From an optimization exercise on the open Yosys and OpenROAD flow, aimed at small area and a short achievable clock period; shortcuts taken in it are not production practice.
Function was checked by simulation only, so behaviour that the tests miss may differ from the original.

Setup of run 1:
==> flow/design.v (excerpt) <==
module iir_filter (
  input  logic                          clk,
  input  logic                          nrst,
  input  logic                          coef_we,
  input  logic [4-1:0]        coef_addr,
  input  logic signed [16-1:0] coef_data,
  input  logic signed [16-1:0]   din,
  output logic signed [21-1:0]  dout
);
Size: roughly 7200 cells after synthesis, ~500 flip-flops, about 59000 um^2 of cells after synthesis.
Settings: LEC_CHECK=0, ABC_AREA=1, CAP_MARGIN=20, CORE_MARGIN=2, CORE_UTILIZATION=55, SLEW_MARGIN=20, SYNTH_HIERARCHICAL=1; clock period 20.0 ns.
standard.sh (not shown) runs the stock make flow with config.mk's settings and CLKGATE_MAP_FILE= SYNTH_SCRIPT=/design/flow/synth_recipe.tcl, a recipe that flattens the netlist after the stock synthesis.
==> flow/flow/run.sh <==
#!/bin/bash
# The standard layout, with the setup repair asked to leave a margin
# below the clock period so that it sizes the critical paths up.
set -euo pipefail
bash standard.sh SETUP_SLACK_MARGIN=12.0 finish > standard_finish.log 2>&1
Run 1 | stages: all done | timing, DRC, antenna: all pass
### run 1 -> run 2
Settings: PLACE_DENSITY: unset -> 0.75.
==> flow/flow/run.sh <==
#!/bin/bash
# The standard layout, with the setup repair asked to leave a margin
# below the clock period so that it sizes the critical paths up.
set -euo pipefail
bash standard.sh SETUP_SLACK_MARGIN=12.9 finish > standard_finish.log 2>&1
[summary]
In the tables for run 1 and run 2, mean number of vias per cell reads higher with run 2. Sort run 1 and run 2 by relative area change from synthesis to final layout, ascending, and run 1 comes first. In terms of async set-or-reset flop fraction in the synthesized netlist, run 1 and run 2 differ only marginally.
What run 3 does differently from run 2 at the input level:
Settings: PLACE_DENSITY removed (was 0.75).
==> flow/flow/run.sh <==
#!/bin/bash
# The standard layout, with the setup repair asked to leave a margin
# below the clock period so that it sizes the critical paths up.
set -euo pipefail
bash standard.sh SETUP_SLACK_MARGIN=12.5 finish > standard_finish.log 2>&1
==> run summary <==
- Against run 2, via count in run 3 came out better.
- HPWL reported at the end of detailed placement ended up 4.0% higher on run 3 than on run 2.
- Re worst-skew pair later-pin latency: run 2 and run 3 aren't equal, and the lower value belongs to run 2.
- Compound-cell area share of the yosys netlist essentially unchanged between run 2 and run 3.
- Against run 2, run 3 comes in 1.2 points lower on met3 usage in global routing.
- Against run 2, run 3 reports a delay contributed by the slowest stage of the critical path that is higher.
- Run 3 against run 2; total routed wire length on the met1 layer is up by more than 10%.
- Run 3: total of fill cells in the finished design 589 above run 2
- Of run 2 and run 3, the run reporting the higher area added between synthesis and finish was run 2.
- sky130_fd_sc_hd__fa_1 as the library cell contributing the largest single delay on the critical path was reported by run 2, and sky130_fd_sc_hd__xor2_1 by run 3.
> inputs changed (run 3 -> run 4)
==> flow/flow/run.sh <==
#!/bin/bash
# The standard layout, with the setup repair asked to leave a margin
# below the clock period so that it sizes the critical paths up.
set -euo pipefail
bash standard.sh SETUP_SLACK_MARGIN=13.2 finish > standard_finish.log 2>&1
Findings:
Amount of wire on met3 after detailed routing went up by more than 10% going from run 3 to run 4. Lower post-route fraction of the period consumed by the critical path was reported by run 4, not run 3. Delta (run 4 minus run 3): routed wire length went up, non-filler instance count after layout went up.
Inputs modified between run 4 and run 5:
==> flow/flow/run.sh <==
#!/bin/bash
# The standard layout, with the setup repair asked to leave a margin
# below the clock period so that it sizes the critical paths up.
set -euo pipefail
bash standard.sh SETUP_SLACK_MARGIN=13.5 finish > standard_finish.log 2>&1
--- outcome ---
Run 5 against run 4: routed wire length up 4.5%; post-route worst hold slack flat; clock-cell share of area down 0.17 points; count of clock-buffer cells in the layout flat.
Delta (run 5 minus run 4): design area has increased; count of cells resized by post-cts repair has increased.
Changes observed in run 5 relative to run 4: share of the cycle needed by the critical path after routing flat.
Run 5 reached the final stage; the timing, DRC and antenna checks on its layout passed.
Run 4 reached the final stage; the timing, DRC and antenna checks on its layout passed.
Origin of the worst setup path = ab[5]: run 5; origin of the worst setup path = dq[28]: run 4


== the reference run ==
Starting RTL as in the previous note.
Settings: LEC_CHECK=0, ABC_AREA=1, CAP_MARGIN=20, CORE_MARGIN=2, CORE_UTILIZATION=55, SLEW_MARGIN=20, SYNTH_HIERARCHICAL=1; clock period 20.0 ns.
==> flow/flow/run.sh <==
#!/bin/bash
# The standard layout, with the setup repair asked to leave a margin
# below the clock period so that it sizes the critical paths up.
set -euo pipefail
bash standard.sh SETUP_SLACK_MARGIN=12.9 finish > standard_finish.log 2>&1
The reference run finished all stages; the layout is clean.
[inputs] the trial run vs the reference run
==> flow/flow/run.sh <==
#!/bin/bash
# The standard layout, with the setup repair asked to leave a margin
# below the clock period so that it sizes the critical paths up.
set -euo pipefail
bash standard.sh SETUP_SLACK_MARGIN=13.5 finish > standard_finish.log 2>&1
diff --git a/flow/config.mk b/flow/config.mk
--- a/flow/config.mk
+++ b/flow/config.mk
@@ -10,3 +10,3 @@
 export CORE_MARGIN = 2
-export CORE_UTILIZATION = 55
+export CORE_UTILIZATION = 65
 export SLEW_MARGIN = 20
## What came out
The trial run: layout cell share with drive strength beyond 1 is 11 points higher than what the reference run reported.
Sort the reference run and the trial run by final worst-path cycle share asc -> top: the reference run
met1 usage in global routing ends up higher on the trial run.
Re fraction of registers with async set or reset after synthesis: no difference whatsoever between the reference run and the trial run.

[port drivers added, routing unchanged]
No port has a modelled driver above. Below, the same layouts with a new extraction and two added sets of constraints. Step 1 assumes that a clkbuf_16 drives the clock port and a buf_2 every other input. Step 2 moves the port delays by t, midway between the first and last clock arrival at a register: inputs arrive t later, outputs are due t later. That takes back most of the time a late clock gives input paths. Three values: ideal ports, drivers, drivers and shift; two values: the first two.
| run | t, ns | setup slack, ns | worst setup path at the end | worst slew at a driven data input, ns |
|---|---|---|---|---|
| run 1 | 0.751 | 12.234 / 12.234 / 12.234 | register to register | 0.06 |
| run 2 | 0.736 | 13.019 / 13.019 / 12.741 | input, reset recovery | 0.05 |
| run 3 | 0.752 | 12.702 / 12.702 / 12.702 | register to register | 0.06 |
| run 4 | 0.754 | 13.267 / 13.186 / 13.118 | input, reset recovery | 0.06 |
| run 5 | 0.758 | 13.285 / 13.285 / 13.192 | input to register | 0.06 |
| the reference run | 0.756 | 13.009 / 12.931 / 13.009 | register to register | 0.06 |
| the trial run | 0.762 | 12.913 / 12.913 / 12.881 | input to register | 0.05 |
After both steps every run listed still meets setup and hold. The setup slack of run 2, which loses most, moves by 0.000 ns with the drivers and by -0.278 ns with both steps. Setup slack includes reset recovery checks.
